This design comes from an exercise in tuning for small area on the open sky130 flow, not from production work.
In this exercise RTL edits were held to simulation tests only and were not proved equivalent to the original.
Power figures rest on the tool's default switching activity, not on a simulated workload.

$ cat design/flow/config.mk
export PLATFORM = sky130hd
export DESIGN_NAME = rv_slice_top
export DESIGN_NICKNAME = rv_slice_top
export VERILOG_FILES = /design/flow/design.v
export SDC_FILE = /design/flow/constraint.sdc
export NUM_CORES = 4
export LEC_CHECK = 0
export CAP_MARGIN = 20
export CORE_MARGIN = 2
export CORE_UTILIZATION = 60
export PLACE_DENSITY = 0.7
export SLEW_MARGIN = 20
$ cat design/flow/constraint.sdc
create_clock -name core_clock -period 12.0 [get_ports {clk}]
set_input_delay 2.4000 -clock core_clock [delete_from_list [all_inputs] [get_ports {clk}]]
set_output_delay 2.4000 -clock core_clock [all_outputs]
set_load 0.01 [all_outputs]
$ cat design/flow/design.v
package rv_pkg;
    localparam int XLEN = 32;
endpackage
`timescale 1ns/1ps
module rv_slice_top (
    input  logic        clk,
    input  logic        rst_n,
    input  logic [11:0] paddr,
    input  logic        psel,
    input  logic        penable,
    input  logic        pwrite,
    input  logic [31:0] pwdata,
    output logic [31:0] prdata,
    output logic        pready,
    output logic        pslverr
);
    logic [6:0] opc;
    logic [2:0] f3;
    logic [6:0] f7;
    logic       is_lui, is_auipc, is_jal, is_jalr, is_br, is_opi, is_op;
    logic       op_imm_ok, op_ok, legal;
    logic       is_alu, is_shift, is_slt, is_logic, is_sub, is_sra, cmp_signed;
    assign opc = pwdata[6:0];
    assign f3  = pwdata[14:12];
    assign f7  = pwdata[31:25];
    assign op_imm_ok = (f3 == 3'b001) ? (f7 == 7'h00) :
                       (f3 == 3'b101) ? (f7 == 7'h00 || f7 == 7'h20) : 1'b1;
    assign op_ok     = (f7 == 7'h00) || (f7 == 7'h20 && (f3 == 3'b000 || f3 == 3'b101));
    assign is_lui   = (opc == 7'b0110111);
    assign is_auipc = (opc == 7'b0010111);
    assign is_jal   = (opc == 7'b1101111);
    assign is_jalr  = (opc == 7'b1100111) && (f3 == 3'b000);
    assign is_br    = (opc == 7'b1100011) && (f3[2:1] != 2'b01);
    assign is_opi   = (opc == 7'b0010011) && op_imm_ok;
    assign is_op    = (opc == 7'b0110011) && op_ok;
    assign legal    = is_lui | is_auipc | is_jal | is_jalr | is_br | is_opi | is_op;
    assign is_alu     = is_opi | is_op;
    assign is_shift   = is_alu && (f3[1:0] == 2'b01);
    assign is_slt     = is_alu && (f3[2:1] == 2'b01);
    assign is_logic   = is_alu && f3[2] && (f3[1:0] != 2'b01);
    assign is_sub     = is_op && (f3 == 3'b000) && f7[5];
    assign is_sra     = f7[5];
    assign cmp_signed = is_br ? ~f3[1] : ~f3[0];
    logic a_instr, a_pc, a_reg, ex, rd_ok, err;
    assign a_instr = (paddr == 12'h084);
    assign a_pc    = (paddr == 12'h080);
    assign a_reg   = (paddr[11:7] == 5'd0) && (paddr[1:0] == 2'b00);
    assign ex      = pwrite & a_instr & legal;
    assign rd_ok   = ~pwrite & (a_reg | a_pc);
    assign err     = ~(ex | rd_ok);
    logic [4:0] phase;
    logic       clr;         
    logic       ph0, ph31;
    logic [5:0] cnt;         
    logic       a_seen;      
    logic       a_done;      
    logic       aw;          
    logic       first;       
    logic       fin;         
    logic       pc_in_t;
    assign ph0   = (phase == 5'd0);
    assign ph31  = (phase == 5'd31);
    assign aw    = psel & ~a_done & (a_seen | ph0);
    assign first = ~cnt[5];
    always_comb begin
        if (err)           pready = 1'b1;
        else if (rd_ok)    pready = aw & ph31;
        else if (is_shift) pready = (cnt == 6'd63);
        else if (is_slt)   pready = a_done;
        else               pready = aw & ph31;
    end
    assign fin     = psel & penable & pready;
    assign pslverr = err;
    always_ff @(posedge clk or negedge rst_n) begin
        if (!rst_n) begin
            phase <= '0;
            clr   <= 1'b1;
        end else begin
            phase <= phase + 5'd1;
            if (ph31) clr <= 1'b0;
        end
    end
    always_ff @(posedge clk) begin
        if (!psel || fin) begin
            cnt    <= '0;
            a_seen <= 1'b0;
            a_done <= 1'b0;
        end else begin
            cnt <= cnt + 6'd1;
            if (ph0) a_seen <= 1'b1;
            if (aw && ph31) a_done <= 1'b1;
        end
    end
    logic [31:0] head;       
    logic [31:1] wen;
    logic        wd;
    logic [31:0] p_q, t_q;
    logic        p_in, t_in;
    assign head[0] = 1'b0;
    for (genvar n = 1; n < 32; n++) begin : g_x
        logic [31:0] q;
        always_ff @(posedge clk) begin
            q <= {wen[n] ? wd : q[0], q[31:1]};
        end
        assign head[n] = q[0];
    end
    always_ff @(posedge clk) begin
        p_q <= {p_in, p_q[31:1]};
        t_q <= {t_in, t_q[31:1]};
    end
    logic [4:0] ra_idx;
    logic       rs1, rs2, pc_b, rstream;
    assign ra_idx  = pwrite ? pwdata[19:15] : paddr[6:2];
    assign rs1     = head[ra_idx] & ~clr;
    assign rs2     = head[pwdata[24:20]] & ~clr;
    assign pc_b    = ((pc_in_t & first) ? t_q[0] : p_q[0]) & ~clr;
    assign rstream = a_pc ? pc_b : rs1;
    logic imm, fmt_u, fmt_b, fmt_j;
    logic m_lo, m_hi, m_mid, m_b;
    assign fmt_u = is_lui | is_auipc;
    assign fmt_b = is_br;
    assign fmt_j = is_jal;
    assign m_lo  = pwdata[5'd20 + {1'b0, phase[3:0]}];    
    assign m_hi  = pwdata[{1'b1, phase[3:0]}];            
    assign m_mid = pwdata[{3'b011, phase[1:0]}];          
    assign m_b   = pwdata[5'd7 + {2'b0, phase[2:0]}];     
    always_comb begin
        if (phase < 5'd11) begin
            if (fmt_u)                        imm = 1'b0;
            else if (phase == 5'd0)           imm = ~(fmt_b | fmt_j) & pwdata[20];
            else if (fmt_b && phase < 5'd5)   imm = m_b;
            else                              imm = m_lo;
        end else if (phase == 5'd11) begin
            imm = fmt_u ? 1'b0 : fmt_b ? pwdata[7] : fmt_j ? pwdata[20] : pwdata[31];
        end else if (fmt_u || (fmt_j && phase < 5'd20)) begin
            imm = phase[4] ? m_hi : m_mid;
        end else begin
            imm = pwdata[31];
        end
    end
    logic a_add, b_add, b_cmp, sum, c_add, c_in;
    logic inc, c_inc, ci_inc;
    logic lt, eq, lt_nx, eq_nx, diff, taken;
    logic logic_b;
    assign a_add = (is_auipc | is_jal | is_br) ? pc_b : (is_lui ? 1'b0 : rs1);
    assign b_add = (is_op ? rs2 : imm) ^ is_sub;
    assign b_cmp = (is_op | is_br) ? rs2 : imm;
    assign c_in  = ph0 ? is_sub : c_add;
    assign sum   = a_add ^ b_add ^ c_in;
    assign ci_inc = (phase == 5'd2) | c_inc;
    assign inc    = pc_b ^ ci_inc;
    assign diff  = rs1 ^ b_cmp;
    assign eq_nx = (ph0 | eq) & ~diff;
    assign lt_nx = diff ? ((ph31 & cmp_signed) ? rs1 : b_cmp) : (~ph0 & lt);
    assign taken = (f3[2] ? lt_nx : eq_nx) ^ f3[0];
    always_comb begin
        case (f3[1:0])
            2'b00:   logic_b = rs1 ^ b_cmp;
            2'b10:   logic_b = rs1 | b_cmp;
            default: logic_b = rs1 & b_cmp;
        endcase
    end
    always_ff @(posedge clk) begin
        c_add <= (a_add & b_add) | (c_in & (a_add ^ b_add));
        c_inc <= ~ph31 & pc_b & ci_inc;
        eq    <= eq_nx;
        lt    <= lt_nx;
    end
    logic [4:0] shamt;
    logic       sgn;
    logic [4:0] tap;
    logic       fill, sh_b;
    always_ff @(posedge clk) begin
        if (first && phase < 5'd5) shamt[phase[2:0]] <= b_cmp;
        if (first && ph31) sgn <= rs1;
    end
    assign tap  = f3[2] ? shamt : (5'd0 - shamt);
    assign fill = f3[2] ? (~shamt < phase) : (phase < shamt);
    assign sh_b = fill ? (f3[2] & is_sra & sgn) : t_q[tap];
    logic go, rd_we;
    assign go = psel & ex;
    always_comb begin
        if (is_shift)          rd_we = ~first;
        else if (is_slt)       rd_we = (aw & ~ph0) | a_done;
        else                   rd_we = aw & ~is_br;
    end
    always_comb begin
        if (clr)                   wd = 1'b0;
        else if (is_shift)         wd = sh_b;
        else if (is_slt)           wd = a_done & lt;
        else if (is_jal | is_jalr) wd = inc;
        else if (is_logic)         wd = logic_b;
        else                       wd = sum;
    end
    logic [7:0] we_hi;
    logic [3:0] we_lo;
    for (genvar i = 0; i < 8; i++) begin : g_wh
        assign we_hi[i] = clr | (go & rd_we & (pwdata[11:9] == i));
    end
    for (genvar i = 0; i < 4; i++) begin : g_wl
        assign we_lo[i] = clr | (pwdata[8:7] == i);
    end
    for (genvar n = 1; n < 32; n++) begin : g_we
        assign wen[n] = we_hi[n / 4] & we_lo[n % 4];
    end
    always_comb begin
        if (clr)                p_in = 1'b0;
        else if (go && aw) begin
            if (is_jal)         p_in = sum;
            else if (is_jalr)   p_in = sum & ~ph0;
            else                p_in = inc;
        end else                p_in = pc_b;
    end
    always_comb begin
        if (psel && rd_ok && aw)            t_in = rstream;
        else if (go && is_br && aw)         t_in = sum;
        else if (go && is_shift && first)   t_in = rs1;
        else                                t_in = t_q[0];
    end
    always_ff @(posedge clk) begin
        if (clr) begin
            pc_in_t <= 1'b0;
        end else if (fin && !err) begin
            pc_in_t <= ex & is_br & taken;
        end
    end
    assign prdata = {rstream, t_q[31:1]};
endmodule
$ cat design/flow/flow/run.sh
#!/bin/bash
export BUFFER_PORTS_ARGS="-buffer_cell sky130_fd_sc_hd__buf_1"
export CTS_ARGS="-sink_clustering_enable -repair_clock_nets -sink_clustering_size 12 -sink_clustering_max_diameter 35 -buf_list sky130_fd_sc_hd__clkbuf_4 -dont_use_dummy_load"
bash standard.sh > standard.log 2>&1
$ cat design/flow/standard.sh
#!/bin/bash
# synth_recipe.tcl (not shown) runs the flow's synth.tcl, then flattens the netlist and writes it again
# the make line also repeats each setting of config.mk as NAME=value (left out here)
make -C /OpenROAD-flow-scripts/flow DESIGN_CONFIG=/design/flow/config.mk WORK_HOME=/design/flow/orfs CLKGATE_MAP_FILE= SYNTH_SCRIPT=/design/flow/synth_recipe.tcl "${@:-finish}"
==> results of run 1 <==
## critical path, stage by stage
cell      delay [ps]
buf_1            580
mux2i_1          510
mux2_2           390
a221oi_1         310
nor2_1            80
a32o_1           360
inv_1            120
o21ai_0          120
buf_1            160
## through the flow
stage / hold WS (ps) / worst slack (ps) / cell area [sq um]
after floorplan: 310 / 5340 / 25800
after global placement: 310 / 4600 / 26400
after detailed placement: 312 / 4530 / 26400
after CTS: 268 / 4530 / 27300
after global routing: 267 / 4270 / 27300
final: 269 / 4550 / 27300
## cells in the final DEF (no fill, tap or decap), types with 9 or more instances in the layout
master / count
a21oi_1: 16
buf_1: 82
clkbuf_4: 110
dfxtp_1: 1069
ha_1: 21
inv_1: 20
mux2i_1: 52
mux4_2: 30
nand2_1: 58
nand2b_1: 10
nand3_1: 18
nor2_1: 41
nor2b_1: 9
nor3_1: 12
o211ai_1: 16
o21ai_0: 17
o31ai_1: 18
xnor2_1: 9
## registers in the layout (all words and copies together), names as in the netlist
name	flops
pc_in_t	1
eq	1
phase	5
c_inc	1
cnt	6
g_x.q	992
t_q	32
sgn	1
a_seen	1
p_q	32
shamt	5
clr	1
c_add	1
a_done	1
lt	1
## routing by layer
metal	wire, um	vias to the layer above	global-route usage
met3	2020	83	0.0471
met5	0	-	0
li1	-	5543	-
met1	18800	5346	0.249
met2	16600	263	0.268
met4	1180	0	0.0748
## worst paths after layout
check	startpoint	to	slack [ps]	cells past startpoint
worst max-delay path	pwrite	prdata[31]	4550	9
worst min-delay path	g_x[21].q[21]	g_x[21].q[20]	270	0
worst max register to register	phase[0]	g_x[3].q[31]	6880	17
worst min register to register	g_x[21].q[21]	g_x[21].q[20]	270	0
max in group asynchronous	rst_n	clr	10190	1
min in group asynchronous	rst_n	phase[3]	1460	1
## kinds of logic after synthesis
group | share of synthesized area
flip-flops | 0.843
AND/OR/NAND/NOR | 0.0400
AO/OA/AOI/OAI | 0.0336
multiplexers | 0.0490
buffers and inverters | 0.0179
adder cells (fa/ha/maj) | 0.0110
XOR/XNOR | 0.00539
## area by class of cell
class / instances / share of cell area
Antenna cell: 5 / 0.000459
Clock buffer: 110 / 0.0303
Inverter: 22 / 0.00303
Multi-Input combinational cell: 438 / 0.132
Sequential cell: 1081 / 0.797
Tap cell: 539 / 0.0247
Timing Repair Buffer: 89 / 0.0132
## power breakdown
group          internal (W)   total, W  switching, W  leakage (nW)
clock network      0.000421    0.00137      0.000953         0.506
registers           0.00359    0.00359   0.000000664          8.76
logic             0.0000290  0.0000815     0.0000524          1.52
total               0.00404    0.00505       0.00101          10.8
==> run_results.csv, run 1 <==
group,metric,value,unit
die,die-area,44600,sq um
final_layout,fillers,3024,
drt,first_iter_violations,577,
clocking,post_cts_resized,0,
clocking,post_cts_buffers,0,
final_layout,layout.cells.non_filler,2284,
drt,wl,38600,um
sta,maxSlewViolCount,0,
synth,synthesis.nets,1674,
clocking,cts_buffer_depth,3,
clocking,cts_tree,"yes",
sta,min_period_over_period,0.621,
placed_design,routabilityCongestion,0.859,
setup_path,worstPathRequired,9600,ps
clocking,cts_max_level,3,
drt,wl_per_cell,16.9,um
setup_path,start_kind,"input port",
setup_path,endpoint_kind,"output pin",
drt,via_count,11200,
sta,layout_min_cycle_time,7450,ps
outcome,status,"complete, no violations",
synth,ys_seq_area_frac,0.843,
final_layout,area_delta_synth_final,5.82,%
power,power_density,185,nW/um^2
synth,yosys-top-cells-count,"1069 x dfxtp_1, 58 x nand2_1, 52 x mux2i_1",
synth,yosys_register_bits,1081,
placed_design,dp_hpwl,25300,um
sta,setup_tns,0,ps
global_route,overflow,0,
global_route,grt_max_degree,36,
synth,ys_top_cells_by_area,"dfxtp_1 83%, mux4_2 2.6%, mux2i_1 2.0%",
clocking,holdBufCountCts,0,
sta,hold_viol,0,
synth,ys.flop_type,"dfxtp_1",
synth,async_reset_ff_frac,0.00555,
setup_path,crit_fanout,16,
power,p_leak,10.8,nW
flow_run,drv_cap,0,
synth,synth_cells,1603,
sta,setup-violations-final,0,
final_layout,postLayoutCoreUtil,0.647,
die,io_pins,83,
synth,yosysTopAreaCellShare,0.830,
die,die_h,211,um
global_route,antenna_found_initial,2,
clocking,clk_pin_slew,100,ps
placed_design,place.port_buffers,82,
global_route,grt_util_all_layers,0.179,
die,initial_core_util,0.612,
clocking,cts_buffers,110,
hold_path,hold_class,"register to register",
die,std_cell_rows,75,
final_layout,seqCellArea,21700,sq um
synth,syn_area,25800,sq um
synth,synth_edf_count,6,
drt,viasPerCell,4.92,
setup_path,crit_type,"input port to output pin",
global_route,grt_pass1_vias,11300,
sta,rsz0062_at_grt,"false",
placed_design,place_inst,2169,
synth,yosysMostFrequentCell,"dfxtp_1",
drt,drcViolationCount,0,
global_route,grt_pass1_wl,60400,um
clocking,clock-sinks,1081,
sta,finalClockSkew,101,ps
sta,relSlewSlack,0.295,
die,fp.dieW,211,um
die,core_area,42100,sq um
synth,synth.distinct_cells,81,
drt,ant_nets,0,
power,peakVddDrop,0.136,mV
sta,worst_pin_slew,1060,ps
drt,firstDrtPassIters,5,
synth,ys_warn_count,1,
synth,avgSynthCellArea,16.1,sq um
sta,max_freq,134,MHz
power,power,0.00505,W
final_layout,nets,1813,
clocking,root_buffer,"clkbuf_4",
final_layout,multi_input_area,3590,sq um
clocking,clkLatencyLatePin,850,ps
setup_path,arrival,5050,ps
synth,yosysTopAreaCell,"dfxtp_1",
final_layout,drive_gt1_frac,0.100,
==> inputs of run 2 (changes only) <==
--- a/design/flow/config.mk
+++ b/design/flow/config.mk
@@ -5,6 +5,7 @@
 export SDC_FILE = /design/flow/constraint.sdc
 export NUM_CORES = 4
 export LEC_CHECK = 0
+export ABC_AREA = 1
 export CAP_MARGIN = 20
 export CORE_MARGIN = 2
 export CORE_UTILIZATION = 60
==> run_results.csv, run 2 <==
group,metric,value,unit
setup_path,endpoint_kind,"output pin",
setup_path,worstPathRequired,9600,ps
final_layout,top_register,"g_x.q",
synth,avgSynthCellArea,13.5,sq um
die,initial_core_util,0.607,
synth,syn_area,26100,sq um
sta,max_freq,141,MHz
drt,drcViolationCount,0,
synth,yosys_register_bits,1081,
setup_path,crit_type,"input port to output pin",
placed_design,routabilityCongestion,0.834,
setup_path,r2r_cells,22,
setup_path,worstPathCellList,"buf_1 -> inv_1 -> nand2_1 -> nand2_2 -> inv_2 -> nand2_1 -> nand3_1 -> nand3_1 -> nand3_1 -> nand3_1 -> nand2_1 -> nand2_2 -> a21oi_1 -> buf_1",
drt,via_count,12400,
placed_design,place_area,26800,sq um
setup_path,crit_fanout,17,
clocking,clk_pin_slew,110,ps
synth,ys_top_cells_by_area,"dfxtp_1 82%, nand2_1 3.1%, nand3_1 1.8%",
synth,synth_cells,1934,
hold_path,hold_depth,0,
drt,met3_length,1840,um
synth,ys.flop_type,"dfxtp_1",
flow_run,drv_cap,0,
clocking,clock-sinks,1081,
die,io_pins,83,
global_route,overflow,0,
drt,wl_per_cell,15.2,um
setup_path,crit_path_top_delay_cell,"buf_1",
synth,yosysMostFrequentCell,"dfxtp_1",
final_layout,final_common_cell,"dfxtp_1",
drt,highest_layer,"met4",
sta,setup-violations-final,0,
setup_path,cp_num_cells,14,
setup_path,cp_common_cell,"nand3_1",
clocking,clkLatencyLatePin,890,ps
global_route,grt_pass1_vias,12300,
setup_path,start_kind,"input port",
clocking,cts_buffer_depth,3,
placed_design,dpl_worst_slack,4870,ps
power,power_density,183,nW/um^2
final_layout,nets,2146,
sta,worst_pin_slew,783,ps
final_layout,area_delta_synth_final,5.77,%
final_layout,drive_gt1_frac,0.101,
clocking,cts_tree,"yes",
clocking,cts_max_level,3,
synth,synth.distinct_cells,52,
power,power,0.00507,W
sta,layout_min_cycle_time,7090,ps
hold_path,hold_class,"register to register",
clocking,cts_buffers,110,
synth,yosysTopAreaCell,"dfxtp_1",
sta,setup_tns,0,ps
setup_path,critical-path-top-delay-family,"simple AND/OR/NAND/NOR gates",
synth,yosys-top-cells-count,"1069 x dfxtp_1, 219 x nand2_1, 104 x inv_1",
final_layout,largestRegisters,"g_x.q (992), p_q (32), t_q (32)",
final_layout,postLayoutCoreUtil,0.642,
synth,ys_warn_count,1,
setup_path,critPathMaxStageDelay,380,ps
drt,firstDrtPassIters,5,
clocking,holdBufCountCts,0,
die,std_cell_rows,76,
global_route,grt_max_degree,33,
setup_path,arrival,4690,ps
power,peakVddDrop,0.129,mV
drt,first_iter_violations,565,
die,die_h,213,um
clocking,post_cts_resized,0,
die,die-area,45200,sq um
clocking,root_buffer,"clkbuf_4",
sta,min_period_over_period,0.591,
final_layout,largest_register_ffs,992,
synth,synth_edf_count,6,
global_route,grt_util_all_layers,0.185,
sta,timing.final.ws_setup,4910,ps
sta,rsz0062_at_grt,"false",
power,p_leak,11.6,nW
drt,wl_met2,17200,um
die,core_area,43000,sq um
final_layout,final_area,27600,sq um
drt,wl,40400,um
synth,yosysTopAreaCellShare,0.820,
sta,hold_viol,0,
drt,ant_nets,0,
synth,synthesis.nets,2005,
synth,async_reset_ff_frac,0.00555,
drt,viasPerCell,4.66,
clocking,post_cts_buffers,0,
placed_design,place.port_buffers,82,
global_route,grt_pass1_wl,63200,um
outcome,status,"complete, no violations",
placed_design,dp_hpwl,27500,um
die,fp.dieW,213,um
sta,relSlewSlack,0.473,
sta,finalClockSkew,143,ps
drt,routedLengthMet1,20000,um
global_route,antenna_found_initial,5,
sta,maxSlewViolCount,0,
setup_path,cp_num_buf_inv,4,
synth,ys_seq_area_frac,0.833,
final_layout,mostFrequentLayoutCells,"1069 x dfxtp_1, 219 x nand2_1, 110 x clkbuf_4",
==> run 2: cell count changes in the layout (fill, tap and decap cells not counted), moves of 17 or more <==
cell / delta
nand2_1: +161
o21ai_0: +24
inv_1: +84
o31ai_1: -17
a21oi_1: +17
mux4_2: -30
nor2_1: +55
nand2_2: +65
nand3_1: +76
mux2i_1: -47
==> run 2: per-stage QoR <==
step           hold slack, ps  cells
3_3_place_gp              310   2548
3_5_place_dp              312   2548
4_1_cts                   186   2658
5_1_grt                   188   2660
6_report                  213   2663
2_1_floorplan             310   1934
==> run 2: layer usage <==
layer / GRT usage / vias up
met3: 0.0442 / 91
met2: 0.275 / 254
met1: 0.256 / 5762
met4: 0.0885 / 0
li1: - / 6306
met5: 0 / -
==> run 2: final timing paths <==
check                                end         from  slack [ps]
max                           prdata[31]       pwrite        4910
min                          g_x[2].q[0]  g_x[2].q[1]         210
max reg2reg                g_x[31].q[31]     phase[1]        7520
min reg2reg                  g_x[2].q[0]  g_x[2].q[1]         210
max in group asynchronous            clr        rst_n       10200
min in group asynchronous       phase[4]        rst_n        1490
==> run 2: cell type report <==
type                            instances  area, sq um
Sequential cell                      1081        21700
Fill cell                            3222        15400
Multi-Input combinational cell        677         3520
Clock buffer                          110          826
Tap cell                              585          732
Inverter                              120          450
Timing Repair Buffer                   85          330
Antenna cell                            5         12.5
==> run 2: power breakdown <==
group	switching, W	internal (W)
combinational	0.0000737	0.0000305
sequential	0.00000163	0.00359
clock	0.000946	0.000420
total	0.00102	0.00404
==> run 2: cell families after synthesis <==
group / synth area share
xor+xnor: 0.00268
simple gates: 0.0923
buf+inv: 0.0324
compound gates: 0.0273
fa+ha+maj: 0.0108
mux: 0.00192
flops: 0.833
==> run 2: worst reg2reg max path, stage by stage (launching register included) <==
cell	delay (ps)
dfrtp_1	700
clkinv_1	550
a21oi_1	340
o21ai_0	170
nand3_1	150
nand2_1	70
nand3_1	80
nand3_1	80
nand2_1	60
nand2_1	50
nand2_1	80
nand3_1	80
nand2_1	90
xor2_1	160
inv_1	70
fa_1	560
a21oi_1	80
o21ai_1	80
a31oi_1	130
nor3b_4	190
buf_4	450
nand2_1	130
nand2_1	110
==> inputs of run 3 (changes only) <==
==> design/flow/flow/run.sh (replaced) <==
#!/bin/bash
export BUFFER_PORTS_ARGS="-buffer_cell sky130_fd_sc_hd__buf_1"
export CTS_ARGS="-sink_clustering_enable -repair_clock_nets -sink_clustering_size 36 -sink_clustering_max_diameter 50 -buf_list sky130_fd_sc_hd__clkbuf_16 -dont_use_dummy_load"
bash standard.sh > standard.log 2>&1
--- a/design/flow/config.mk
+++ b/design/flow/config.mk
@@ -5,7 +5,6 @@
 export SDC_FILE = /design/flow/constraint.sdc
 export NUM_CORES = 4
 export LEC_CHECK = 0
-export ABC_AREA = 1
 export CAP_MARGIN = 20
 export CORE_MARGIN = 2
 export CORE_UTILIZATION = 60
==> run_results.csv, run 3 <==
group,metric,value,unit
outcome,status,"complete, no violations",
final_layout,area_delta_synth_final,7.23,%
power,power_density,194,nW/um^2
drt,met3_length,1710,um
setup_path,crit_type,"input port to output pin",
synth,avgSynthCellArea,16.1,sq um
synth,ys_top_cells_by_area,"dfxtp_1 83%, mux4_2 2.6%, mux2i_1 2.0%",
synth,ys_warn_count,1,
sta,maxSlewViolCount,0,
placed_design,dp_hpwl,25300,um
sta,rsz0062_at_grt,"false",
final_layout,final_common_cell,"dfxtp_1",
synth,ys.flop_type,"dfxtp_1",
clocking,post_cts_resized,0,
global_route,grt_util_all_layers,0.177,
global_route,overflow,0,
hold_path,hold_class,"register to register",
die,die_h,211,um
global_route,grt_pass1_wl,59900,um
global_route,grt_pass1_vias,10700,
die,fp.dieW,211,um
synth,synth.distinct_cells,81,
hold_path,holdCritStartpoint,"g_x[1].q[10]",
synth,ys_seq_area_frac,0.843,
placed_design,place_area,26400,sq um
sta,layout_min_cycle_time,7440,ps
drt,routedLengthMet1,19200,um
drt,wl_met2,17000,um
placed_design,routabilityCongestion,0.859,
global_route,antenna_found_initial,0,
sta,finalClockSkew,114,ps
setup_path,endpoint_kind,"output pin",
synth,synth_cells,1603,
clocking,cts_buffers,48,
power,p_leak,10.9,nW
clocking,post_cts_buffers,0,
clocking,root_buffer,"clkbuf_16",
final_layout,diodes,0,
synth,yosys_register_bits,1081,
synth,yosys-top-cells-count,"1069 x dfxtp_1, 58 x nand2_1, 52 x mux2i_1",
drt,ant_nets,0,
final_layout,mostFrequentLayoutCells,"1069 x dfxtp_1, 82 x buf_1, 58 x nand2_1",
setup_path,arrival,5040,ps
setup_path,worstPathRequired,9600,ps
final_layout,nets,1751,
synth,yosysTopAreaCellShare,0.830,
placed_design,place.port_buffers,82,
drt,wl_per_cell,17.5,um
synth,yosysMostFrequentCell,"dfxtp_1",
clocking,clkLatencyLatePin,630,ps
final_layout,top_register,"g_x.q",
synth,synth_edf_count,6,
hold_path,min_to,"g_x[1].q[9]",
final_layout,largestRegisters,"g_x.q (992), p_q (32), t_q (32)",
drt,via_count,10800,
die,std_cell_rows,75,
setup_path,r2r_end,"g_x[12].q[31]",
drt,highest_layer,"met4",
final_layout,largest_register_ffs,992,
drt,drcViolationCount,0,
clocking,cts_buffer_depth,3,
drt,viasPerCell,4.88,
synth,yosysTopAreaCell,"dfxtp_1",
setup_path,crit_fanout,16,
die,initial_core_util,0.612,
die,io_pins,83,
sta,holdWs,238,ps
power,peakVddDrop,0.165,mV
clocking,clock-sinks,1081,
setup_path,r2r_cells,17,
sta,max_freq,134,MHz
drt,firstDrtPassIters,5,
sta,relSlewSlack,0.287,
hold_path,hold_depth,0,
sta,worst_pin_slew,1070,ps
clocking,cts_tree,"yes",
drt,first_iter_violations,564,
drt,wl,38800,um
clocking,clk_pin_slew,110,ps
die,die-area,44600,sq um
synth,synthesis.nets,1674,
setup_path,r2r_slack,6900,ps
die,core_area,42100,sq um
synth,syn_area,25800,sq um
clocking,cts_max_level,2,
global_route,grt_max_degree,37,
final_layout,drive_gt1_frac,0.0667,
setup_path,start_kind,"input port",
sta,min_period_over_period,0.620,
sta,setup_tns,0,ps
sta,hold_viol,0,
synth,async_reset_ff_frac,0.00555,
final_layout,final_area,27600,sq um
clocking,holdBufCountCts,0,
sta,setup-violations-final,0,
setup_path,rr_startpoint,"phase[0]",
flow_run,drv_cap,0,
run 3: cell count changes in the layout (fill, tap and decap cells not counted), moves of 24 or more:
| cell | change |
|---|---|
| nand3_1 | -76 |
| clkbuf_16 | +48 |
| mux4_2 | +30 |
| o21ai_0 | -24 |
| nor2_1 | -55 |
| clkbuf_4 | -110 |
| mux2i_1 | +47 |
| nand2_1 | -161 |
| inv_1 | -84 |
| nand2_2 | -65 |
run 3: stage by stage:
stage | util | setup slack, ps | std cells | power [W]
floorplan | - | 5340 | 1603 | 0.00373
global placement | 0.627 | 4600 | 2169 | 0.00375
detailed placement | 0.627 | 4530 | 2169 | 0.00375
CTS | 0.656 | 4530 | 2217 | 0.00540
global route | 0.656 | 4270 | 2217 | 0.00552
finish | 0.656 | 4560 | 2217 | 0.00535
run 3: layer usage:
layer,track usage,vias up
met3,0.0366,60
met2,0.275,206
met5,0,-
met1,0.253,5177
met4,0.0549,0
li1,-,5384
run 3: cells by family (layout without fill, tap and decap cells):
logic type	after synthesis	in the layout	synth area share
AO/OA/AOI/OAI	118	118	0.0336
multiplexers	88	88	0.0490
flip-flops	1081	1081	0.843
AND/OR/NAND/NOR	195	195	0.0400
buffers and inverters	84	159	0.0179
XOR/XNOR	15	15	0.00539
adder cells (fa/ha/maj)	22	22	0.0110
run 3: final cells by class:
cell class | count | area (sq um)
clock buffers | 48 | 1200
fillers | 2926 | 14500
inverters | 22 | 82.6
multi-input cells | 438 | 3590
flip-flops and latches | 1081 | 21700
well taps | 539 | 674
repair buffers | 89 | 360
run 3: where the power goes:
group	internal, W	switching [W]
sequential	0.00359	0.000000661
clock	0.000715	0.000963
combinational	0.0000291	0.0000521
run 3: worst max path at each step:
stage	endpoint	slack [ps]	cells after the start	start
5_1_grt	prdata[31]	4270	9	pwrite
3_3_place_gp	prdata[31]	4600	9	pwrite
2_1_floorplan	prdata[31]	5340	9	pwrite
4_1_cts	prdata[31]	4530	9	pwrite
6_report	prdata[31]	4560	9	pwrite
3_5_place_dp	prdata[31]	4530	9	pwrite
run 3: worst max-delay path, cell delays in order:
cell	delay, ps
buf_1	560
mux2i_1	510
mux2_2	390
a221oi_1	310
nor2_1	80
a32o_1	370
inv_1	120
o21ai_0	120
buf_1	160
==> inputs of run 4 (changes only) <==
==> design/flow/flow/run.sh (replaced) <==
#!/bin/bash
# The standard layout (standard.sh), with two changes:
#  - port buffers use the smallest buffer (buf_1) instead of clkdlybuf4s50_1
#  - the clock tree uses clkbuf_8 leaf clusters of at most 20 sinks, without dummy loads
export BUFFER_PORTS_ARGS="-buffer_cell sky130_fd_sc_hd__buf_1"
export CTS_ARGS="-sink_clustering_enable -repair_clock_nets -sink_clustering_size 20 -sink_clustering_max_diameter 50 -buf_list sky130_fd_sc_hd__clkbuf_8 -dont_use_dummy_load"
bash standard.sh > standard.log 2>&1
==> run_results.csv, run 4 <==
group,metric,value,unit
synth,yosysTopAreaCell,"dfxtp_1",
power,p_clk_frac,0.283,
die,fp.dieW,211,um
final_layout,drive_gt1_frac,0.0772,
setup_path,critical-path-top-delay-family,"multiplexers",
synth,yosysTopAreaCellShare,0.830,
sta,hold_viol,0,
die,std_cell_rows,75,
drt,wl_per_cell,17.1,um
final_layout,largestRegisters,"g_x.q (992), p_q (32), t_q (32)",
setup_path,endpoint_kind,"output pin",
drt,viasPerCell,4.91,
flow_run,drv_cap,0,
synth,synth_compound_gate_area_share,0.0336,
setup_path,crit_path_top_delay_cell,"buf_1",
clocking,post_cts_resized,0,
power,p_switching,0.000998,W
placed_design,place_area,26400,sq um
setup_path,cp_num_buf_inv,3,
synth,synthAdderAreaFrac,0.0110,
synth,ys.flop_type,"dfxtp_1",
setup_path,critPathMaxStageDelay,580,ps
setup_path,arrival,5050,ps
synth,yosys_register_bits,1081,
clocking,root_buffer,"clkbuf_8",
drt,wl,38400,um
setup_path,crit_type,"input port to output pin",
sta,finalClockSkew,110,ps
clocking,cts_max_level,3,
die,io_pins,83,
drt,drcViolationCount,0,
synth,yosysMostFrequentCell,"dfxtp_1",
sta,maxSlewViolCount,0,
global_route,grt_pass1_wl,59300,um
setup_path,worstPathCellList,"buf_1 -> mux2i_1 -> mux2_2 -> a221oi_1 -> nor2_1 -> a32o_1 -> inv_1 -> o21ai_0 -> buf_1",
clocking,cts_tree,"yes",
final_layout,area_delta_synth_final,6.15,%
clocking,holdBufCountCts,0,
drt,via_count,11000,
synth,syn_area,25800,sq um
clocking,clk_pin_slew,90,ps
power,power,0.00512,W
global_route,grt_util_all_layers,0.177,
outcome,status,"complete, no violations",
drt,first_iter_violations,590,
synth,synth_cells,1603,
sta,layout_min_cycle_time,7450,ps
power,power_density,187,nW/um^2
final_layout,final_area,27400,sq um
sta,min_period_over_period,0.621,
placed_design,place.port_buffers,82,
sta,setup-violations-final,0,
clocking,clock-sinks,1081,
synth,ys_top_cells_by_area,"dfxtp_1 83%, mux4_2 2.6%, mux2i_1 2.0%",
setup_path,worstPathRequired,9600,ps
sta,setup_tns,0,ps
setup_path,start_kind,"input port",
die,die_h,211,um
setup_path,cp_common_cell,"buf_1",
sta,relSlewSlack,0.292,
synth,synth-simple-area-share,0.0400,
drt,ant_nets,0,
hold_path,hold_class,"register to register",
power,p_sw_frac,0.195,
final_layout,postLayoutCoreUtil,0.649,
setup_path,crit_fanout,16,
synth,synth_edf_count,6,
power,power.share.sequential,0.701,
die,die-area,44600,sq um
global_route,antenna_found_initial,0,
final_layout,final_common_cell,"dfxtp_1",
power,p_leak,10.8,nW
synth,avgSynthCellArea,16.1,sq um
global_route,grt_max_degree,36,
die,initial_core_util,0.612,
synth,synth.distinct_cells,81,
global_route,overflow,0,
sta,rsz0062_at_grt,"false",
synth,synth_top_family_by_area,"multiplexers",
clocking,clkLatencyLatePin,660,ps
synth,synthesis.nets,1674,
final_layout,top_register,"g_x.q",
final_layout,largest_register_ffs,992,
final_layout,mostFrequentLayoutCells,"1069 x dfxtp_1, 82 x buf_1, 67 x clkbuf_8",
power,power_frac_comb,0.016,
power,intPower,0.00412,W
setup_path,r2r_slack,6900,ps
final_layout,nets,1770,
synth,yosys-top-cells-count,"1069 x dfxtp_1, 58 x nand2_1, 52 x mux2i_1",
placed_design,dp_hpwl,25300,um
clocking,cts_buffers,67,
synth,ys_seq_area_frac,0.843,
synth,async_reset_ff_frac,0.00555,
clocking,post_cts_buffers,0,
placed_design,routabilityCongestion,0.859,
sta,max_freq,134,MHz
sta,worst_pin_slew,1060,ps
power,peakVddDrop,0.153,mV
synth,synthMuxAreaShare,0.0490,
drt,firstDrtPassIters,5,
clocking,cts_buffer_depth,3,
global_route,grt_pass1_vias,10800,
synth,ys_warn_count,1,
die,core_area,42100,sq um
synth,synth_xor_area_frac,0.00539,
run 4: cell types whose count changed in the layout (fill, tap and decap cells not counted), sizes merged:
cell and change:
clkbuf +19, diode +1
run 4: logic make-up after synthesis:
kind of cell             after synthesis
flip-flops                          1081
XOR/XNOR                              15
adder cells (fa/ha/maj)               22
AND/OR/NAND/NOR                      195
buffers and inverters                 84
multiplexers                          88
AO/OA/AOI/OAI                        118
run 4: stage by stage:
stage	worst slack [ps]	cells	hold slack, ps
after floorplan	5340	1603	310
after global placement	4600	2169	310
after detailed placement	4530	2169	312
after CTS	4530	2236	261
after global routing	4270	2236	247
final	4550	2237	259
run 4: cell type report:
| type | count | area [sq um] |
|---|---|---|
| sequential | 1081 | 21700 |
| multi-input combinational | 438 | 3590 |
| clock buffer | 67 | 922 |
| timing repair buffer | 89 | 360 |
| tap | 539 | 674 |
| antenna | 1 | 2.50 |
| fill | 2953 | 14800 |
| inverter | 22 | 82.6 |
run 4: worst paths after layout:
check                                   from            end  cells past startpoint
worst max-delay path                  pwrite     prdata[31]                      9
worst min-delay path            g_x[4].q[21]   g_x[4].q[20]                      0
worst max register to register      phase[0]  g_x[29].q[31]                     17
worst min register to register  g_x[4].q[21]   g_x[4].q[20]                      0
max in group asynchronous              rst_n            clr                      1
min in group asynchronous              rst_n       phase[3]                      1
run 4: power groups by stage:
stage / clock [W] / sequential, W / combinational (W)
floorplan: 0 / 0.00367 / 0.0000525
global placement: 0 / 0.00367 / 0.0000811
detailed placement: 0 / 0.00367 / 0.0000807
CTS: 0.00151 / 0.00359 / 0.0000810
global route: 0.00162 / 0.00359 / 0.0000882
finish: 0.00145 / 0.00359 / 0.0000816
run 4: layer usage:
| layer | track usage | vias to the layer above | part of all wire |
|---|---|---|---|
| li1 | - | 5410 | - |
| met1 | 0.249 | 5253 | 0.49 |
| met2 | 0.266 | 230 | 0.43 |
| met3 | 0.0398 | 89 | 0.044 |
| met4 | 0.0712 | 0 | 0.033 |
| met5 | 0 | - | 0 |
==> inputs of run 5 (changes only) <==
==> design/flow/flow/run.sh (replaced) <==
#!/bin/bash
# The standard layout (standard.sh), with three changes:
#  - synthesis maps the logic with an area-oriented ABC script (flow/abc_area_map.script)
#    instead of ORFS's delay-oriented one; everything else in synthesis is unchanged
#  - port buffers use the smallest buffer (buf_1) instead of clkdlybuf4s50_1
#  - the clock tree uses clkbuf_4 leaf clusters of at most 12 sinks, without dummy loads
set -e
rm -rf scripts_area
cp -r "$FLOW_HOME/scripts" scripts_area
cp flow/abc_area_map.script scripts_area/abc_speed.script
export SCRIPTS_DIR="$PWD/scripts_area"
export BUFFER_PORTS_ARGS="-buffer_cell sky130_fd_sc_hd__buf_1"
export CTS_ARGS="-sink_clustering_enable -repair_clock_nets -sink_clustering_size 12 -sink_clustering_max_diameter 50 -buf_list sky130_fd_sc_hd__clkbuf_4 -dont_use_dummy_load"
bash standard.sh > standard.log 2>&1
==> design/flow/flow/abc_area_map.script (new file) <==
strash
dch
amap -m
topo
strash
dch
amap -m
topo
==> run_results.csv, run 5 <==
group,metric,value,unit
final_layout,top_register,"g_x.q",
sta,timing.final.ws_setup,3610,ps
synth,yosys-top-cells-count,"1069 x dfxtp_1, 101 x nor2_1, 97 x clkinv_1",
final_layout,largest_register_ffs,992,
clocking,cts_buffer_depth,3,
die,core_area,41000,sq um
power,power_density,188,nW/um^2
power,p_sw_frac,0.201,
clocking,clock-sinks,1081,
power,intPower,0.00402,W
global_route,grt_util_all_layers,0.189,
clocking,post_cts_buffers,0,
power,p_clk_frac,0.267,
final_layout,seqCellArea,21700,sq um
sta,relSlewSlack,0.344,
sta,hold_viol,0,
die,die-area,43500,sq um
clocking,root_buffer,"clkbuf_4",
sta,max_freq,119,MHz
synth,ys_warn_count,1,
global_route,grt_max_degree,32,
synth,async_reset_ff_frac,0.00555,
setup_path,critical-path-top-delay-family,"compound AO/OA/AOI/OAI gates",
setup_path,endpoint_kind,"output pin",
clocking,post_cts_resized,0,
setup_path,crit_fanout,16,
die,fp.dieW,209,um
synth,ys.flop_type,"dfxtp_1",
sta,finalClockSkew,105,ps
setup_path,worstPathRequired,9600,ps
final_layout,fillers,2912,
global_route,grt_pass1_wl,63200,um
drt,via_count,11700,
drt,first_iter_violations,626,
global_route,grt_pass1_vias,11700,
setup_path,crit_path_top_delay_cell,"o22ai_1",
sta,min_period_over_period,0.700,
sta,setup_tns,0,ps
sta,holdWs,283,ps
clocking,cts_buffers,104,
drt,firstDrtPassIters,4,
synth,synth.distinct_cells,41,
setup_path,cp_num_buf_inv,6,
drt,ant_nets,0,
synth,synthesis.nets,1725,
final_layout,layout.cells.non_filler,2356,
clocking,holdBufCountCts,0,
setup_path,critPathMaxStageDelay,560,ps
synth,ys_top_cells_by_area,"dfxtp_1 85%, nor2_1 1.5%, clkinv_1 1.5%",
synth,yosysTopAreaCell,"dfxtp_1",
synth,synth_edf_count,6,
setup_path,cp_common_cell,"clkinv_1",
synth,yosys_register_bits,1081,
synth,yosysMostFrequentCell,"dfxtp_1",
sta,setup-violations-final,0,
synth,syn_area,25100,sq um
setup_path,start_kind,"input port",
clocking,clk_pin_slew,120,ps
clocking,cts_max_level,3,
final_layout,multi_input_area,2760,sq um
placed_design,dpl_worst_slack,3670,ps
setup_path,worstPathCellList,"buf_1 -> clkinv_1 -> o22ai_1 -> buf_4 -> clkinv_1 -> a221oi_1 -> nor3_1 -> o311a_1 -> o21ai_0 -> clkinv_1 -> nand2_1 -> o21ai_0 -> buf_1",
final_layout,final_area,26700,sq um
global_route,overflow,0,
clocking,clkLatencyLatePin,840,ps
outcome,status,"complete, no violations",
die,io_pins,83,
hold_path,hold_class,"register to register",
drt,drcViolationCount,0,
die,initial_core_util,0.612,
final_layout,mostFrequentLayoutCells,"1069 x dfxtp_1, 104 x clkbuf_4, 101 x nor2_1",
sta,worst_pin_slew,984,ps
sta,maxSlewViolCount,0,
die,die_h,209,um
final_layout,drive_gt1_frac,0.0638,
placed_design,place_inst,2247,
global_route,antenna_found_initial,3,
placed_design,dp_hpwl,26200,um
clocking,cts_tree,"yes",
synth,yosysTopAreaCellShare,0.853,
power,power.share.sequential,0.715,
setup_path,crit_type,"input port to output pin",
flow_run,drv_cap,0,
drt,wl,39900,um
drt,wl_per_cell,16.9,um
synth,ys_seq_area_frac,0.866,
synth,avgSynthCellArea,15.2,sq um
die,std_cell_rows,74,
placed_design,place.port_buffers,82,
placed_design,routabilityCongestion,0.837,
final_layout,area_delta_synth_final,6.41,%
final_layout,nets,1892,
drt,viasPerCell,4.96,
final_layout,largestRegisters,"g_x.q (992), p_q (32), t_q (32)",
power,power_frac_comb,0.018,
setup_path,arrival,5990,ps
placed_design,place_area,25900,sq um
final_layout,final_common_cell,"dfxtp_1",
synth,synth_cells,1654,
sta,rsz0062_at_grt,"false",
power,p_switching,0.00101,W
power,peakVddDrop,0.139,mV
power,p_leak,10.3,nW
sta,layout_min_cycle_time,8390,ps
run 5: cell count changes in the layout (fill, tap and decap cells not counted), sizes merged, moves of 35 or more:
cell | previous run | this run
nand2 | 58 | 23
clkinv | 1 | 97
mux2i | 52 | 0
clkbuf | 67 | 104
o22ai | 2 | 56
nor2 | 42 | 101
run 5: worst paths after layout:
check,to,from,slack (ps),cells after the start
setup / recovery,prdata[31],pwrite,3610,13
hold / removal,g_x[9].q[29],g_x[9].q[30],280,0
setup reg to reg,g_x[9].q[31],phase[2],6620,20
hold reg to reg,g_x[9].q[29],g_x[9].q[30],280,0
max in group asynchronous,clr,rst_n,10100,1
min in group asynchronous,phase[0],rst_n,1480,1
run 5: cell families (layout without fill, tap and decap cells):
kind of cell	after synthesis	in the layout	synth area share
flip-flops	1081	1081	0.866
AO/OA/AOI/OAI	229	229	0.0639
AND/OR/NAND/NOR	193	193	0.0347
buffers and inverters	129	294	0.0241
adder cells (fa/ha/maj)	22	22	0.0113
other	0	5	0
run 5: power by group through the flow:
stage | sequential (W) | clock [W] | combinational [W]
5_1_grt | 0.00360 | 0.00154 | 0.0000992
3_3_place_gp | 0.00367 | 0 | 0.0000892
4_1_cts | 0.00359 | 0.00141 | 0.0000901
6_report | 0.00359 | 0.00134 | 0.0000904
3_5_place_dp | 0.00367 | 0 | 0.0000895
2_1_floorplan | 0.00367 | 0 | 0.0000505
run 5: area by class of cell:
type,instances,area share
Sequential cell,1081,0.814
Multi-Input combinational cell,444,0.103
Clock buffer,104,0.0292
Tap cell,532,0.0249
Timing Repair Buffer,93,0.0146
Inverter,97,0.0136
Antenna cell,5,0.000469
run 5: per-stage QoR:
| stage | utilization | power, W |
|---|---|---|
| 3_3_place_gp | 0.631 | 0.00376 |
| 2_1_floorplan | - | 0.00372 |
| 6_report | 0.651 | 0.00503 |
| 4_1_cts | 0.651 | 0.00509 |
| 5_1_grt | 0.651 | 0.00524 |
| 3_5_place_dp | 0.632 | 0.00376 |
run 5: layer usage:
layer,GRT usage,up-vias,wire length [um]
met3,0.0444,84,1730
met2,0.291,270,17800
met5,0,-,9
li1,-,5854,-
met4,0.0843,2,1190
met1,0.257,5483,19200
==> inputs of run 6 (changes only) <==
--- a/design/flow/flow/run.sh
+++ b/design/flow/flow/run.sh
@@ -10,5 +10,5 @@
 cp flow/abc_area_map.script scripts_area/abc_speed.script
 export SCRIPTS_DIR="$PWD/scripts_area"
 export BUFFER_PORTS_ARGS="-buffer_cell sky130_fd_sc_hd__buf_1"
-export CTS_ARGS="-sink_clustering_enable -repair_clock_nets -sink_clustering_size 12 -sink_clustering_max_diameter 50 -buf_list sky130_fd_sc_hd__clkbuf_4 -dont_use_dummy_load"
+export CTS_ARGS="-sink_clustering_enable -repair_clock_nets -sink_clustering_size 12 -sink_clustering_max_diameter 35 -buf_list sky130_fd_sc_hd__clkbuf_4 -dont_use_dummy_load"
 bash standard.sh > standard.log 2>&1
==> run_results.csv, run 6 <==
group,metric,value,unit
clocking,post_cts_resized,0,
setup_path,startpoint,"pwrite",
clocking,cts_max_level,3,
sta,hold_viol,0,
setup_path,endpoint_kind,"output pin",
power,power.share.sequential,0.710,
synth,ys_seq_area_frac,0.866,
global_route,grt_max_degree,32,
final_layout,area_delta_synth_final,6.65,%
placed_design,dp_hpwl,26200,um
final_layout,top_register,"g_x.q",
clocking,cts_buffers,113,
sta,min_period_over_period,0.700,
synth,yosysMostFrequentCell,"dfxtp_1",
sta,relSlewSlack,0.361,
hold_path,holdCritStartpoint,"g_x[10].q[30]",
global_route,grt_util_all_layers,0.189,
die,die_h,209,um
placed_design,routabilityCongestion,0.837,
synth,async_reset_ff_frac,0.00555,
power,p_switching,0.00101,W
clocking,cts_buffer_depth,3,
synth,ys_warn_count,1,
placed_design,place.port_buffers,82,
synth,synth_edf_count,6,
sta,rsz0062_at_grt,"false",
final_layout,final_area,26800,sq um
placed_design,place_area,25900,sq um
drt,wl,39600,um
clocking,post_cts_buffers,0,
power,peakVddDrop,0.127,mV
synth,synthesis.nets,1725,
clocking,holdBufCountCts,0,
drt,firstDrtPassIters,5,
drt,first_iter_violations,581,
clocking,cts_tree,"yes",
setup_path,worstPathRequired,9600,ps
sta,finalClockSkew,112,ps
final_layout,mostFrequentLayoutCells,"1069 x dfxtp_1, 113 x clkbuf_4, 101 x nor2_1",
synth,synth.distinct_cells,41,
die,die-area,43500,sq um
synth,ys_top_cells_by_area,"dfxtp_1 85%, nor2_1 1.5%, clkinv_1 1.5%",
final_layout,multi_input_area,2760,sq um
sta,setup_tns,0,ps
final_layout,final_common_cell,"dfxtp_1",
drt,wl_per_cell,16.8,um
synth,ys.flop_type,"dfxtp_1",
setup_path,rr_startpoint,"phase[2]",
synth,yosys_register_bits,1081,
power,power_frac_comb,0.018,
synth,yosys-top-cells-count,"1069 x dfxtp_1, 101 x nor2_1, 97 x clkinv_1",
clocking,clkLatencyLatePin,870,ps
setup_path,arrival,6000,ps
setup_path,crit_type,"input port to output pin",
drt,ant_nets,0,
drt,viasPerCell,4.98,
final_layout,largestRegisters,"g_x.q (992), p_q (32), t_q (32)",
global_route,grt_pass1_vias,11800,
die,io_pins,83,
final_layout,fillers,2921,
final_layout,nets,1901,
final_layout,largest_register_ffs,992,
power,p_sw_frac,0.200,
sta,setup-violations-final,0,
clocking,root_buffer,"clkbuf_4",
drt,drcViolationCount,0,
sta,holdWs,280,ps
synth,yosysTopAreaCellShare,0.853,
final_layout,seqCellArea,21700,sq um
clocking,clock-sinks,1081,
global_route,overflow,0,
synth,avgSynthCellArea,15.2,sq um
die,initial_core_util,0.612,
synth,synth_cells,1654,
die,std_cell_rows,74,
outcome,status,"complete, no violations",
setup_path,start_kind,"input port",
hold_path,hold_class,"register to register",
sta,worst_pin_slew,959,ps
global_route,grt_pass1_wl,62800,um
setup_path,crit_fanout,16,
power,p_clk_frac,0.272,
power,p_leak,10.3,nW
synth,syn_area,25100,sq um
sta,layout_min_cycle_time,8400,ps
die,core_area,41000,sq um
final_layout,postLayoutCoreUtil,0.652,
power,intPower,0.00405,W
die,fp.dieW,209,um
global_route,antenna_found_initial,2,
power,power_density,189,nW/um^2
clocking,clk_pin_slew,120,ps
sta,maxSlewViolCount,0,
synth,yosysTopAreaCell,"dfxtp_1",
final_layout,drive_gt1_frac,0.0684,
sta,max_freq,119,MHz
flow_run,drv_cap,0,
drt,via_count,11800,
run 6: cell count changes in the layout (fill, tap and decap cells not counted):
cell and delta:
clkbuf_4 +9, diode_2 -3
run 6: power by group through the flow:
stage	clock network (W)	registers (W)	logic [W]
2_1_floorplan	0	0.00367	0.0000505
3_3_place_gp	0	0.00367	0.0000892
3_5_place_dp	0	0.00367	0.0000895
4_1_cts	0.00145	0.00359	0.0000899
5_1_grt	0.00158	0.00359	0.0000991
6_report	0.00138	0.00359	0.0000905
run 6: path summary, 6_finish.rpt:
path / to / slack, ps / cells past startpoint
worst min register to register: g_x[10].q[29] / 280 / 0
min in group asynchronous: phase[4] / 1500 / 1
worst max-delay path: prdata[31] / 3600 / 13
worst min-delay path: g_x[10].q[29] / 280 / 0
max in group asynchronous: clr / 10120 / 1
worst max register to register: g_x[9].q[31] / 6650 / 20
run 6: per-layer routing:
metal / up-vias / track usage / routed length [um]
li1: 5869 / - / -
met1: 5502 / 0.253 / 18800
met2: 294 / 0.289 / 17600
met3: 101 / 0.0482 / 1910
met4: 2 / 0.0878 / 1380
met5: - / 0 / 9
run 6: layout make-up:
type	instances	share of cell area
Multi-Input combinational cell	444	0.103
Tap cell	532	0.0249
Inverter	97	0.0136
Clock buffer	113	0.0317
Antenna cell	2	0.000187
Sequential cell	1081	0.812
Timing Repair Buffer	93	0.0146
run 6: logic make-up (layout without fill, tap and decap cells):
group	Yosys count	in the layout	synth area share
AND/OR/NAND/NOR	193	193	0.0347
AO/OA/AOI/OAI	229	229	0.0639
flip-flops	1081	1081	0.866
adder cells (fa/ha/maj)	22	22	0.0113
other	0	2	0
buffers and inverters	129	303	0.0241
run 6: stage by stage:
stage | instances | power [W] | setup slack (ps)
2_1_floorplan | 1654 | 0.00372 | 4350
3_3_place_gp | 2246 | 0.00376 | 3150
3_5_place_dp | 2247 | 0.00376 | 3670
4_1_cts | 2360 | 0.00513 | 3670
5_1_grt | 2362 | 0.00527 | 3140
6_report | 2362 | 0.00506 | 3600
run 6: critical path: stages:
cell and delay [ps]:
buf_1 230, clkinv_1 220, o22ai_1 570, buf_4 280, clkinv_1 370, a221oi_1 420
nor3_1 100, o311a_1 340, o21ai_0 410, clkinv_1 270, nand2_1 100, o21ai_0 110
buf_1 170
==> inputs of run 7 (changes only) <==
--- a/design/flow/design.v
+++ b/design/flow/design.v
@@ -111,33 +111,12 @@
     logic [4:0] ra_idx;
     logic       rs1, rs2, pc_b, rstream;
     assign ra_idx  = pwrite ? pwdata[19:15] : paddr[6:2];
-    assign rs1     = head[ra_idx] & ~clr;
-    assign rs2     = head[pwdata[24:20]] & ~clr;
+    rmux u_r1(.head(head), .idx(ra_idx), .clr(clr), .o(rs1));
+    rmux u_r2(.head(head), .idx(pwdata[24:20]), .clr(clr), .o(rs2));
     assign pc_b    = ((pc_in_t & first) ? t_q[0] : p_q[0]) & ~clr;
     assign rstream = a_pc ? pc_b : rs1;
-    logic imm, fmt_u, fmt_b, fmt_j;
-    logic m_lo, m_hi, m_mid, m_b;
-    assign fmt_u = is_lui | is_auipc;
-    assign fmt_b = is_br;
-    assign fmt_j = is_jal;
-    assign m_lo  = pwdata[5'd20 + {1'b0, phase[3:0]}];    
-    assign m_hi  = pwdata[{1'b1, phase[3:0]}];            
-    assign m_mid = pwdata[{3'b011, phase[1:0]}];          
-    assign m_b   = pwdata[5'd7 + {2'b0, phase[2:0]}];     
-    always_comb begin
-        if (phase < 5'd11) begin
-            if (fmt_u)                        imm = 1'b0;
-            else if (phase == 5'd0)           imm = ~(fmt_b | fmt_j) & pwdata[20];
-            else if (fmt_b && phase < 5'd5)   imm = m_b;
-            else                              imm = m_lo;
-        end else if (phase == 5'd11) begin
-            imm = fmt_u ? 1'b0 : fmt_b ? pwdata[7] : fmt_j ? pwdata[20] : pwdata[31];
-        end else if (fmt_u || (fmt_j && phase < 5'd20)) begin
-            imm = phase[4] ? m_hi : m_mid;
-        end else begin
-            imm = pwdata[31];
-        end
-    end
+    logic imm;
+    imm_gen u_imm(.pwdata(pwdata), .phase(phase), .fmt_u(is_lui | is_auipc), .fmt_b(is_br), .fmt_j(is_jal), .imm(imm));
     logic a_add, b_add, b_cmp, sum, c_add, c_in;
     logic inc, c_inc, ci_inc;
     logic lt, eq, lt_nx, eq_nx, diff, taken;
@@ -168,15 +147,12 @@
     end
     logic [4:0] shamt;
     logic       sgn;
-    logic [4:0] tap;
-    logic       fill, sh_b;
+    logic       sh_b;
     always_ff @(posedge clk) begin
         if (first && phase < 5'd5) shamt[phase[2:0]] <= b_cmp;
         if (first && ph31) sgn <= rs1;
     end
-    assign tap  = f3[2] ? shamt : (5'd0 - shamt);
-    assign fill = f3[2] ? (~shamt < phase) : (phase < shamt);
-    assign sh_b = fill ? (f3[2] & is_sra & sgn) : t_q[tap];
+    sh_gen u_sh(.t_q(t_q), .shamt(shamt), .phase(phase), .right(f3[2]), .sra(is_sra), .sgn(sgn), .sh_b(sh_b));
     logic go, rd_we;
     assign go = psel & ex;
     always_comb begin
@@ -226,3 +202,44 @@
     end
     assign prdata = {rstream, t_q[31:1]};
 endmodule
+module rmux(input logic [31:0] head, input logic [4:0] idx, input logic clr, output logic o);
+    assign o = head[idx] & ~clr;
+endmodule
+module sh_gen(input logic [31:0] t_q, input logic [4:0] shamt, input logic [4:0] phase, input logic right, sra, sgn, output logic sh_b);
+    logic [4:0] tap;
+    logic       gt_r, lt_l, fill;
+    always_comb begin
+        gt_r = 1'b0;     
+        lt_l = 1'b0;     
+        for (int i = 0; i < 5; i++) begin
+            if (phase[i] != ~shamt[i]) gt_r = phase[i];
+            if (phase[i] != shamt[i])  lt_l = shamt[i];
+        end
+    end
+    assign tap  = right ? shamt : (5'd0 - shamt);
+    assign fill = right ? gt_r : lt_l;
+    assign sh_b = fill ? (right & sra & sgn) : t_q[tap];
+endmodule
+module imm_gen(input logic [31:0] pwdata, input logic [4:0] phase, input logic fmt_u, fmt_b, fmt_j, output logic imm);
+    logic [31:0] v;
+    logic        m, m_b;
+    logic [3:0]  vb;
+    assign v  = {pwdata[31:12], 1'b0, pwdata[30:20]};
+    assign m  = v[phase];
+    assign vb = {pwdata[10:8], pwdata[11]};    
+    assign m_b = vb[phase[1:0]];
+    always_comb begin
+        if (phase < 5'd11) begin
+            if (fmt_u)                              imm = 1'b0;
+            else if (phase == 5'd0)                 imm = ~(fmt_b | fmt_j) & m;
+            else if (fmt_b && phase < 5'd5)         imm = m_b;
+            else                                    imm = m;
+        end else if (phase == 5'd11) begin
+            imm = fmt_u ? 1'b0 : fmt_b ? pwdata[7] : fmt_j ? pwdata[20] : pwdata[31];
+        end else if (fmt_u || (fmt_j && phase < 5'd20)) begin
+            imm = m;
+        end else begin
+            imm = pwdata[31];
+        end
+    end
+endmodule
--- a/design/flow/config.mk
+++ b/design/flow/config.mk
@@ -7,6 +7,6 @@
 export LEC_CHECK = 0
 export CAP_MARGIN = 20
 export CORE_MARGIN = 2
-export CORE_UTILIZATION = 60
-export PLACE_DENSITY = 0.7
+export CORE_UTILIZATION = 70
+export PLACE_DENSITY = 0.8
 export SLEW_MARGIN = 20
==> run_results.csv, run 7 <==
group,metric,value,unit
outcome,status,"complete, no violations",
synth,yosysTopAreaCell,"dfxtp_1",
drt,firstDrtPassIters,5,
synth,ys_seq_area_frac,0.877,
global_route,gr-usage-met2,0.362,
setup_path,crit_fanout,4,
power,power_frac_comb,0.019,
clocking,clkLatencyLatePin,850,ps
sta,hold_viol,0,
global_route,grt.met3_usage,0.0555,
drt,wl_per_cell,18.2,um
global_route,grt_pass1_vias,11900,
clocking,clk_pin_slew,110,ps
synth,async_reset_ff_frac,0.00555,
final_layout,nets,1859,
synth,avgSynthCellArea,15.2,sq um
hold_path,min_to,"g_x[2].q[26]",
global_route,grt_util_all_layers,0.228,
synth,synth_cells,1631,
hold_path,holdCritStartpoint,"g_x[2].q[27]",
sta,relSlewSlack,0.308,
die,initial_core_util,0.714,
die,std_cell_rows,68,
clocking,holdBufCountCts,0,
die,die-area,36900,sq um
drt,drcViolationCount,0,
sta,setup-violations-final,0,
setup_path,r2r_end,"g_x[2].q[31]",
sta,finalClockSkew,165,ps
sta,maxSlewViolCount,0,
synth,ys_top_cells_by_area,"dfxtp_1 86%, nor2_1 1.9%, o22ai_1 1.3%",
drt,via_count,11700,
synth,syn_area,24800,sq um
sta,layout_min_cycle_time,7830,ps
final_layout,largestRegisters,"g_x.q (992), p_q (32), t_q (32)",
clocking,post_cts_resized,0,
final_layout,area_delta_synth_final,6.10,%
setup_path,critPathMaxStageDelay,590,ps
synth,yosysTopAreaCellShare,0.864,
synth,synth_edf_count,6,
final_layout,mostFrequentLayoutCells,"1069 x dfxtp_1, 125 x nor2_1, 111 x clkbuf_4",
power,power,0.00505,W
power,intPower,0.00404,W
sta,rsz0062_at_grt,"false",
clocking,cts_buffers,110,
setup_path,crit_type,"input port to output pin",
placed_design,dp_hpwl,28100,um
placed_design,place_inst,2140,
global_route,antenna_found_initial,3,
sta,setup_tns,0,ps
global_route,grt_max_degree,32,
power,p_leak,10.2,nW
hold_path,hold_depth,0,
placed_design,routabilityCongestion,0.931,
setup_path,worstPathCellList,"buf_1 -> or4_1 -> nor4_1 -> a211oi_1 -> nor3b_1 -> clkinv_1 -> o31ai_1 -> nor3_1 -> nor4_1 -> nor2_1 -> nor2_1 -> o21ai_0 -> buf_1",
drt,first_iter_violations,747,
power,peakVddDrop,0.134,mV
drt,wl,41000,um
clocking,clock-sinks,1081,
sta,min_period_over_period,0.652,
final_layout,final_common_cell,"dfxtp_1",
sta,worst_pin_slew,1040,ps
clocking,post_cts_buffers,0,
synth,yosysMostFrequentCell,"dfxtp_1",
power,power_density,192,nW/um^2
synth,synth.distinct_cells,49,
setup_path,start_kind,"input port",
setup_path,r2r_slack,5610,ps
final_layout,layout.cells.non_filler,2255,
global_route,met1_usage,0.301,
clocking,cts_buffer_depth,3,
drt,ant_nets,0,
clocking,cts_tree,"yes",
setup_path,critical-path-top-delay-family,"simple AND/OR/NAND/NOR gates",
die,die_h,192,um
power,p_clk_frac,0.271,
power,p_switching,0.00101,W
die,core_area,34700,sq um
synth,synthesis.nets,1692,
final_layout,drive_gt1_frac,0.0651,
global_route,top_usage_layer,"met2",
power,power.share.sequential,0.711,
flow_run,drv_cap,0,
synth,yosys_register_bits,1081,
drt,viasPerCell,5.17,
synth,ys.flop_type,"dfxtp_1",
die,io_pins,83,
global_route,grt_pass1_wl,62900,um
power,p_sw_frac,0.201,
synth,ys_warn_count,3,
setup_path,endpoint_kind,"output pin",
setup_path,worstPathRequired,9600,ps
setup_path,rr_startpoint,"phase[0]",
setup_path,r2r_cells,25,
placed_design,place.port_buffers,82,
hold_path,hold_class,"register to register",
global_route,overflow,0,
clocking,root_buffer,"clkbuf_4",
final_layout,largest_register_ffs,992,
setup_path,arrival,5430,ps
clocking,cts_max_level,3,
final_layout,postLayoutCoreUtil,0.757,
setup_path,crit_path_top_delay_cell,"or4_1",
sta,max_freq,128,MHz
final_layout,top_register,"g_x.q",
setup_path,cp_num_buf_inv,3,
die,fp.dieW,192,um
synth,yosys-top-cells-count,"1069 x dfxtp_1, 125 x nor2_1, 60 x clkinv_1",
-- run 7: cell types whose count changed in the layout (fill, tap and decap cells not counted), sizes merged, moves of 10 or more --
cell / change
clkinv: -37
o32ai: -27
ha: -10
nor2: +24
a221oi: -11
a21oi: +28
nand2: +12
-- run 7: power groups by stage --
| stage | clock network, W | registers (W) | logic (W) |
|---|---|---|---|
| 6_report | 0.00137 | 0.00359 | 0.0000941 |
| 5_1_grt | 0.00153 | 0.00359 | 0.000103 |
| 4_1_cts | 0.00141 | 0.00359 | 0.0000910 |
| 3_5_place_dp | 0 | 0.00367 | 0.0000905 |
| 3_3_place_gp | 0 | 0.00367 | 0.0000895 |
| 2_1_floorplan | 0 | 0.00367 | 0.0000546 |
-- run 7: logic make-up (layout without fill, tap and decap cells) --
kind of cell	Yosys count	in the layout	synth area share
buffers and inverters	92	257	0.0188
AO/OA/AOI/OAI	223	223	0.0587
adder cells (fa/ha/maj)	12	12	0.00636
other	0	4	0
AND/OR/NAND/NOR	223	223	0.0391
flip-flops	1081	1081	0.877
-- run 7: layer usage --
layer,vias to the layer above,share of wire
met3,93,0.060
met5,-,0
li1,5701,-
met4,0,0.030
met2,370,0.46
met1,5497,0.45
-- run 7: how the worst max path moves through the flow --
| stage | startpoint | to | slack (ps) | cells past startpoint |
|---|---|---|---|---|
| 6_report | pwdata[27] | pready | 4170 | 13 |
| 3_5_place_dp | pwdata[20] | g_x[3].q[31] | 3970 | 24 |
| 3_3_place_gp | pwdata[20] | g_x[2].q[31] | 4140 | 24 |
| 2_1_floorplan | pwrite | prdata[31] | 4470 | 11 |
| 5_1_grt | pwrite | prdata[31] | 3950 | 11 |
| 4_1_cts | pwdata[27] | pready | 4190 | 13 |
-- run 7: metrics by stage --
stage | area, sq um | worst slack, ps | hold WS [ps]
after floorplan | 24800 | 4470 | 310
after detailed placement | 25400 | 3970 | 312
after global routing | 26300 | 3950 | 261
final | 26300 | 4170 | 254
after global placement | 25400 | 4140 | 309
after CTS | 26300 | 4190 | 263
-- run 7: final cells by class --
type                       count  area (sq um)
multi-input combinational    458          2580
inverter                      60           225
timing repair buffer          87           345
sequential                  1081         21700
antenna                        4          10.0
tap                          455           569
fill                        2030          8420
clock buffer                 110           826

==> separate check: timing with driven ports <==
Ports are ideal in the flow. The routed layouts listed here were re-timed in OpenROAD. Step 1 sets driving cells, clkbuf_16 on the clock port and buf_2 on the other inputs (assumed; they add their load-dependent delay and slew). Step 2 moves the port delays by t, midway between the first and last clock arrival at a register: inputs arrive t later, outputs are due t later. That takes back most of the time a late clock gives input paths. Three values: no drivers, after step 1, after step 2; two values: the first two.
| run | t (ns) | slack for setup (ns) | latest minus earliest clock arrival (ns) |
|---|---|---|---|
| run 1 | 0.855 | 4.546 / 4.464 / 4.464 | 0.104 / 0.104 |
| run 2 | 0.873 | 4.912 / 4.887 / 4.887 | 0.144 / 0.145 |
| run 3 | 0.630 | 4.564 / 4.482 / 4.482 | 0.117 / 0.116 |
| run 4 | 0.656 | 4.549 / 4.470 / 4.470 | 0.111 / 0.111 |
| run 5 | 0.858 | 3.606 / 3.554 / 3.554 | 0.139 / 0.139 |
| run 6 | 0.869 | 3.603 / 3.549 / 3.549 | 0.130 / 0.129 |
| run 7 | 0.822 | 4.170 / 4.147 / 4.147 | 0.165 / 0.165 |
After both steps setup and hold are still met in every run listed.
